From an optimization exercise on the open Yosys and OpenROAD flow, aimed at small area and a short achievable clock period; shortcuts taken in it are not production practice. In this exercise RTL edits were held to simulation tests only and were not proved equivalent to the original. Power and IR drop assume default switching activity. No driver is modelled on the clock port, so clocking that relies on it looks cheaper here than on a real chip.

==> flow/design.v (excerpt) <==
module mem_responder #(
  parameter int DEPTH   = 64,
  parameter int LATENCY = 2
) (
  input  logic        clk,
  input  logic        reset,
  input  logic        req_valid,
  output logic        req_ready,
  input  logic        req_we,
  input  logic [31:0] req_addr,
  input  logic [31:0] req_wdata,
  output logic        resp_valid,
  input  logic        resp_ready,
  output logic [31:0] resp_rdata,
  output logic        resp_err
);
Size: about 2,200 flip-flops, roughly 100 I/O pins, roughly 76,000 um2 of cells after synthesis.
clock: 5.0 ns
lec_check: 0
cap_margin: 20
core_margin: 2
core_utilization: 60
cts_cluster_diameter: 80
cts_cluster_size: 24
place_density: 0.7
setup_slack_margin: 2.85
slew_margin: 20
synth_hierarchical: 1
standard.sh (not shown) runs the stock make flow with config.mk's settings and CLKGATE_MAP_FILE= SYNTH_SCRIPT=/design/flow/synth_recipe.tcl, a recipe that flattens the netlist after the stock synthesis.
==> flow/flow/run.sh <==
#!/bin/bash
# The standard layout (standard.sh, unchanged synthesis and steps) with a
# few resizer/placement/CTS settings changed:
#  - the port buffers are plain buf_2 cells instead of the delay cells that
#    buffer_ports picks by default;
#  - gate sizing may change a cell's footprint (MATCH_CELL_FOOTPRINT=0);
#  - after the placement-stage repair_design, flow/place_hook.tcl moves each
#    output port's buffer next to the cell driving it, and puts the flip-flop
#    reset pins behind their own buffer; detailed placement then legalizes;
#  - clock tree synthesis (24-sink clusters, as config.mk says) adds no dummy
#    load cells (-dont_use_dummy_load).
# make's output goes to flow_make.log; each ORFS step keeps its own log under
# orfs/logs.
set -euo pipefail
here=$(pwd)
export BUFFER_PORTS_ARGS="-buffer_cell sky130_fd_sc_hd__buf_2"
export POST_RESIZE_TCL="$here/flow/place_hook.tcl"
export CTS_ARGS="-sink_clustering_enable -repair_clock_nets -sink_clustering_size 24 -sink_clustering_max_diameter 80 -dont_use_dummy_load"
if ! bash standard.sh MATCH_CELL_FOOTPRINT=0 finish > flow_make.log 2>&1; then
  tail -50 flow_make.log
  exit 1
fi
tail -20 flow_make.log
Other scripts of this flow, unchanged in this note and not shown: flow/flow/place_hook.tcl
Rerun with:
CORE_UTILIZATION = 65   (was 60)
PLACE_DENSITY = 0.75   (was 0.7)
SETUP_SLACK_MARGIN = 2.75   (was 2.85)
Die area shrinks by 7.6%.
Global-route usage grows by 3.1 points.
Routed wire length grows by about 0.8%.
Worst setup slack got worse by 0.13 ns.
Via count grows by about 1.5%.
Utilization grows by 5.0 points.
Fmax shrinks by about 5%.
Power shrinks by 0.32%.
Cell count shrinks by about 2.2%.
Non-clock buffer count shrinks by 4.

mem_responder again, from the RTL that the note above started with.
clock: 5.0 ns
lec_check: 0
cap_margin: 20
core_margin: 2
core_utilization: 60
cts_cluster_diameter: 80
cts_cluster_size: 30
place_density: 0.7
setup_slack_margin: 2.85
slew_margin: 20
synth_hierarchical: 1
==> flow/flow/run.sh <==
#!/bin/bash
# The standard layout (standard.sh, unchanged synthesis and steps) with a
# few resizer/placement/CTS settings changed:
#  - the port buffers are plain buf_2 cells instead of the delay cells that
#    buffer_ports picks by default;
#  - gate sizing may change a cell's footprint (MATCH_CELL_FOOTPRINT=0);
#  - after the placement-stage repair_design, flow/place_hook.tcl moves each
#    output port's buffer next to the cell driving it, and puts the flip-flop
#    reset pins behind their own buffer; detailed placement then legalizes;
#  - clock tree synthesis (30-sink clusters, as config.mk says) adds no dummy
#    load cells (-dont_use_dummy_load).
# make's output goes to flow_make.log; each ORFS step keeps its own log under
# orfs/logs.
set -euo pipefail
here=$(pwd)
export BUFFER_PORTS_ARGS="-buffer_cell sky130_fd_sc_hd__buf_2"
export POST_RESIZE_TCL="$here/flow/place_hook.tcl"
export CTS_ARGS="-sink_clustering_enable -repair_clock_nets -sink_clustering_size 30 -sink_clustering_max_diameter 80 -dont_use_dummy_load"
if ! bash standard.sh MATCH_CELL_FOOTPRINT=0 finish > flow_make.log 2>&1; then
  tail -50 flow_make.log
  exit 1
fi
tail -20 flow_make.log
Other scripts of this flow, unchanged in this note and not shown: flow/flow/place_hook.tcl
Then changed:
CORE_UTILIZATION = 55   (was 60)
PLACE_DENSITY = 0.65   (was 0.7)
Via count is lower by about 1.2%.
Cell area goes up by 0.65%.
Worst setup slack is worse by 94 ps.
Count of clock-buffer cells in the layout is higher by 9.
First-iteration DRC count grows by about 3%.
Then changed:
--- a/flow/flow/run.sh
+++ b/flow/flow/run.sh
@@ -3 +3 @@
-# few resizer/placement/CTS settings changed:
+# few resizer/placement settings changed:
@@ -9,3 +9 @@
-#    reset pins behind their own buffer; detailed placement then legalizes;
-#  - clock tree synthesis (30-sink clusters, as config.mk says) adds no dummy
-#    load cells (-dont_use_dummy_load).
+#    reset pins behind their own buffer; detailed placement then legalizes.
@@ -18 +15,0 @@
-export CTS_ARGS="-sink_clustering_enable -repair_clock_nets -sink_clustering_size 30 -sink_clustering_max_diameter 80 -dont_use_dummy_load"
CORE_UTILIZATION = 60   (was 55)
CTS_CLUSTER_SIZE = 24   (was 30)
PLACE_DENSITY = 0.7   (was 0.65)
SETUP_SLACK_MARGIN = 2.75   (was 2.85)
=>
- die area drops by about 8%
- via count went up by 2.7%
- cell count fell by about 1.1%
- setup slack gains 59 ps
- sequential share of layout area drops by 0.12 points
- flip-flop and latch count does not change
- non-clock buffer count fell by 22
- critical path depth does not change
Then changed:
--- a/flow/flow/run.sh
+++ b/flow/flow/run.sh
@@ -3 +3 @@
-# few resizer/placement settings changed:
+# few resizer/placement/CTS settings changed:
@@ -9 +9,3 @@
-#    reset pins behind their own buffer; detailed placement then legalizes.
+#    reset pins behind their own buffer; detailed placement then legalizes;
+#  - clock tree synthesis (30-sink clusters, as config.mk says) adds no dummy
+#    load cells (-dont_use_dummy_load).
@@ -15,0 +18 @@
+export CTS_ARGS="-sink_clustering_enable -repair_clock_nets -sink_clustering_size 30 -sink_clustering_max_diameter 80 -dont_use_dummy_load"
CAP_MARGIN = 10   (was 20)
CTS_CLUSTER_SIZE = 30   (was 24)
SETUP_SLACK_MARGIN = 2.85   (was 2.75)
SLEW_MARGIN = 10   (was 20)
The new run passed the timing, design-rule and antenna checks.
Routed wire length falls by about 2.5%.
Non-clock buffer count rises by 5.
Sequential share of layout area rises by 0.71 points.
Design area falls by about 0.9%.
Via count falls by about 1.8%.
Power falls by 4.5%.
First-iteration DRC count falls by 15%.
Clock skew rises by 57 ps.
Then changed:
--- a/flow/flow/run.sh
+++ b/flow/flow/run.sh
@@ -4 +4 @@
-#  - the port buffers are plain buf_2 cells instead of the delay cells that
+#  - the port buffers are plain buf_1 cells instead of the delay cells that
@@ -10 +10 @@
-#  - clock tree synthesis (30-sink clusters, as config.mk says) adds no dummy
+#  - clock tree synthesis (24-sink clusters, as config.mk says) adds no dummy
@@ -16 +16 @@
-export BUFFER_PORTS_ARGS="-buffer_cell sky130_fd_sc_hd__buf_2"
+export BUFFER_PORTS_ARGS="-buffer_cell sky130_fd_sc_hd__buf_1"
@@ -18 +18 @@
-export CTS_ARGS="-sink_clustering_enable -repair_clock_nets -sink_clustering_size 30 -sink_clustering_max_diameter 80 -dont_use_dummy_load"
+export CTS_ARGS="-sink_clustering_enable -repair_clock_nets -sink_clustering_size 24 -sink_clustering_max_diameter 80 -dont_use_dummy_load"
CAP_MARGIN = 20   (was 10)
CTS_CLUSTER_SIZE = 24   (was 30)
SLEW_MARGIN = 20   (was 10)
Clock power climbs by 8.0%.
Clock skew stays flat.
Design area climbs by 0.84%.
Total power went up by 2.4%.
Die area does not change.
Global-route usage increases by 1.1 points.
Combinational power increases by 3.2%.

mem_responder, a different RTL version from the one above (not shown whole).
For scale: ~3800 cells after synthesis, about 2200 flip-flops, ~100 I/O pins.
Settings: LEC_CHECK=0, CAP_MARGIN=20, CORE_MARGIN=2, CORE_UTILIZATION=60, CTS_BUF_LIST=sky130_fd_sc_hd__clkbuf_8, CTS_CLUSTER_DIAMETER=60, CTS_CLUSTER_SIZE=16, PLACE_DENSITY=0.7, SETUP_SLACK_MARGIN=2.6, SLEW_MARGIN=20, SYNTH_HIERARCHICAL=1; clock period 5.0 ns.
==> flow/flow/run.sh <==
#!/bin/bash
# The standard layout (standard.sh, unchanged synthesis and steps) with a
# few resizer/placement settings changed:
#  - the port buffers are plain buf_2 cells instead of the delay cells that
#    buffer_ports picks by default;
#  - gate sizing may change a cell's footprint (MATCH_CELL_FOOTPRINT=0);
#  - after the placement-stage repair_design, each output port's buffer is
#    moved next to the cell driving it (flow/outbuf.tcl), so the buffer drives
#    the long wire to the pin; detailed placement then legalizes it.
# make's output goes to flow_make.log; each ORFS step keeps its own log under
# orfs/logs.
set -euo pipefail
here=$(pwd)
export BUFFER_PORTS_ARGS="-buffer_cell sky130_fd_sc_hd__buf_2"
export POST_RESIZE_TCL="$here/flow/outbuf.tcl"
if ! bash standard.sh MATCH_CELL_FOOTPRINT=0 finish > flow_make.log 2>&1; then
  tail -50 flow_make.log
  exit 1
fi
tail -20 flow_make.log
==> flow/flow/outbuf.tcl <==
# Move each output port's buffer next to the cell that drives it, so the
# buffer (which timing repair can upsize) drives the long wire to the pin
# instead of the weak driving cell. Detailed placement legalizes afterwards.
set block [ord::get_db_block]
set moved 0
foreach bterm [$block getBTerms] {
  if {[$bterm getIoType] != "OUTPUT"} { continue }
  set net [$bterm getNet]
  if {$net == "NULL"} { continue }
  foreach iterm [$net getITerms] {
    if {![$iterm isOutputSignal]} { continue }
    set buf [$iterm getInst]
    foreach it2 [$buf getITerms] {
      if {![$it2 isInputSignal]} { continue }
      set n2 [$it2 getNet]
      if {$n2 == "NULL"} { continue }
      foreach it3 [$n2 getITerms] {
        if {![$it3 isOutputSignal]} { continue }
        set loc [[$it3 getInst] getLocation]
        $buf setLocation [lindex $loc 0] [lindex $loc 1]
        incr moved
      }
    }
  }
}
puts "outbuf: moved $moved output buffers next to their drivers"
Edit:
==> flow/flow/run.sh (replaced) <==
#!/bin/bash
# The standard layout (standard.sh, unchanged synthesis and steps) with two
# resizer settings changed: the port buffers are plain buf_2 cells instead of
# the delay cells buffer_ports picks by default, and gate sizing may change a
# cell's footprint (MATCH_CELL_FOOTPRINT=0). make's output goes to
# flow_make.log; each ORFS step keeps its own log under orfs/logs.
set -euo pipefail
export BUFFER_PORTS_ARGS="-buffer_cell sky130_fd_sc_hd__buf_2"
if ! bash standard.sh MATCH_CELL_FOOTPRINT=0 finish > flow_make.log 2>&1; then
  tail -50 flow_make.log
  exit 1
fi
tail -20 flow_make.log
- CTS_BUF_LIST: sky130_fd_sc_hd__clkbuf_8 -> not set
- CTS_CLUSTER_DIAMETER: 60 -> 80
- CTS_CLUSTER_SIZE: 16 -> 24
removed: flow/flow/outbuf.tcl
What happened: The new run ran to the end with no violations; routed wire length shrinks slightly; utilization is about the same; flip-flop and latch count is unchanged; via count barely changes; die area stays the same; register-to-register slack gets better by 0.05 ns; cell count shrinks slightly.
Edit:
==> flow/flow/run.sh (replaced) <==
#!/bin/bash
# The standard layout (standard.sh, unchanged synthesis and steps) with a
# few resizer/placement settings changed:
#  - the port buffers are plain buf_2 cells instead of the delay cells that
#    buffer_ports picks by default;
#  - gate sizing may change a cell's footprint (MATCH_CELL_FOOTPRINT=0);
#  - after the placement-stage repair_design, each output port's buffer is
#    moved next to the cell driving it (flow/outbuf.tcl), so the buffer drives
#    the long wire to the pin; detailed placement then legalizes it.
# make's output goes to flow_make.log; each ORFS step keeps its own log under
# orfs/logs.
set -euo pipefail
here=$(pwd)
export BUFFER_PORTS_ARGS="-buffer_cell sky130_fd_sc_hd__buf_2"
export POST_RESIZE_TCL="$here/flow/outbuf.tcl"
if ! bash standard.sh MATCH_CELL_FOOTPRINT=0 finish > flow_make.log 2>&1; then
  tail -50 flow_make.log
  exit 1
fi
tail -20 flow_make.log
==> flow/flow/outbuf.tcl (new file) <==
# Move each output port's buffer next to the cell that drives it, so the
# buffer (which timing repair can upsize) drives the long wire to the pin
# instead of the weak driving cell. Detailed placement legalizes afterwards.
set block [ord::get_db_block]
set moved 0
foreach bterm [$block getBTerms] {
  if {[$bterm getIoType] != "OUTPUT"} { continue }
  set net [$bterm getNet]
  if {$net == "NULL"} { continue }
  foreach iterm [$net getITerms] {
    if {![$iterm isOutputSignal]} { continue }
    set buf [$iterm getInst]
    foreach it2 [$buf getITerms] {
      if {![$it2 isInputSignal]} { continue }
      set n2 [$it2 getNet]
      if {$n2 == "NULL"} { continue }
      foreach it3 [$n2 getITerms] {
        if {![$it3 isOutputSignal]} { continue }
        set loc [[$it3 getInst] getLocation]
        $buf setLocation [lindex $loc 0] [lindex $loc 1]
        incr moved
      }
    }
  }
}
puts "outbuf: moved $moved output buffers next to their drivers"
Outcome: The changed run went through all stages and came out clean; final area hardly moves; non-clock buffer count shrinks by 1; sequential power is about the same; via count is about the same.
Edit:
- SETUP_SLACK_MARGIN: 2.6 -> 2.75
- The changed run finished clean
- routed wire length hardly moves
- final cell count does not change
- power stays flat
- sequential share of layout area shrinks by 0.33 points
- count of clock-buffer cells in the layout stays the same
- synthesized area stays the same

==> re-timing with driven ports <==
The results above use ideal ports. As a check the final layouts listed here were re-extracted and re-timed, cells and wires unchanged. Step 1: set_driving_cell puts a clkbuf_16 on clk and a buf_2 on each other input, an assumption about the parent block. Step 2 also shifts input and output timing later by t, the mid clock arrival at the registers, as if the neighbouring blocks saw the same clock. Three values: ideal ports, drivers, drivers and shift; two values: the first two.
| run | t, ns | slack for setup (ns) | worst hold slack (ns) | clock arrival spread, ns | worst register clock-pin slew, ns |
|---|---|---|---|---|---|
| the first run of note 1 | 0.786 | 2.656 / 2.579 / 2.603 | 0.183 / 0.128 / 0.566 | 0.070 / 0.070 | 0.10 / 0.10 |
| the second run of note 1 | 0.777 | 2.526 / 2.526 / 2.526 | 0.146 / 0.099 / 0.556 | 0.060 / 0.060 | 0.10 / 0.10 |
| the first run of note 2 | 0.775 | 2.671 / 2.593 / 2.613 | 0.201 / 0.146 / 0.567 | 0.077 / 0.078 | 0.11 / 0.11 |
| the second run of note 2 | 0.814 | 2.577 / 2.495 / 2.564 | 0.141 / 0.086 / 0.621 | 0.088 / 0.088 | 0.11 / 0.11 |
| the third run of note 2 | 0.801 | 2.637 / 2.556 / 2.470 | 0.148 / 0.090 / 0.575 | 0.030 / 0.030 | 0.10 / 0.10 |
| the fourth run of note 2 | 0.758 | 2.598 / 2.592 / 2.598 | 0.190 / 0.143 / 0.563 | 0.085 / 0.086 | 0.11 / 0.11 |
| the fifth run of note 2 | 0.780 | 2.601 / 2.521 / 2.393 | 0.168 / 0.121 / 0.629 | 0.087 / 0.086 | 0.10 / 0.10 |
| the first run of note 3 | 0.978 | 2.454 / 2.377 / 2.511 | 0.182 / 0.127 / 0.572 | 0.039 / 0.038 | 0.11 / 0.11 |
| the second run of note 3 | 0.827 | 2.322 / 2.241 / 2.474 | 0.042 / -0.014 / 0.506 | 0.028 / 0.028 | 0.10 / 0.10 |
| the third run of note 3 | 0.814 | 2.508 / 2.508 / 2.508 | 0.040 / -0.008 / 0.514 | 0.044 / 0.044 | 0.10 / 0.10 |
| the fourth run of note 3 | 0.812 | 2.610 / 2.552 / 2.537 | 0.044 / -0.003 / 0.576 | 0.043 / 0.043 | 0.10 / 0.10 |
After both steps setup and hold are still met in every run listed. The setup slack of the fifth run of note 2, which loses most, moves by -0.080 ns with the drivers and by -0.208 ns with both steps.
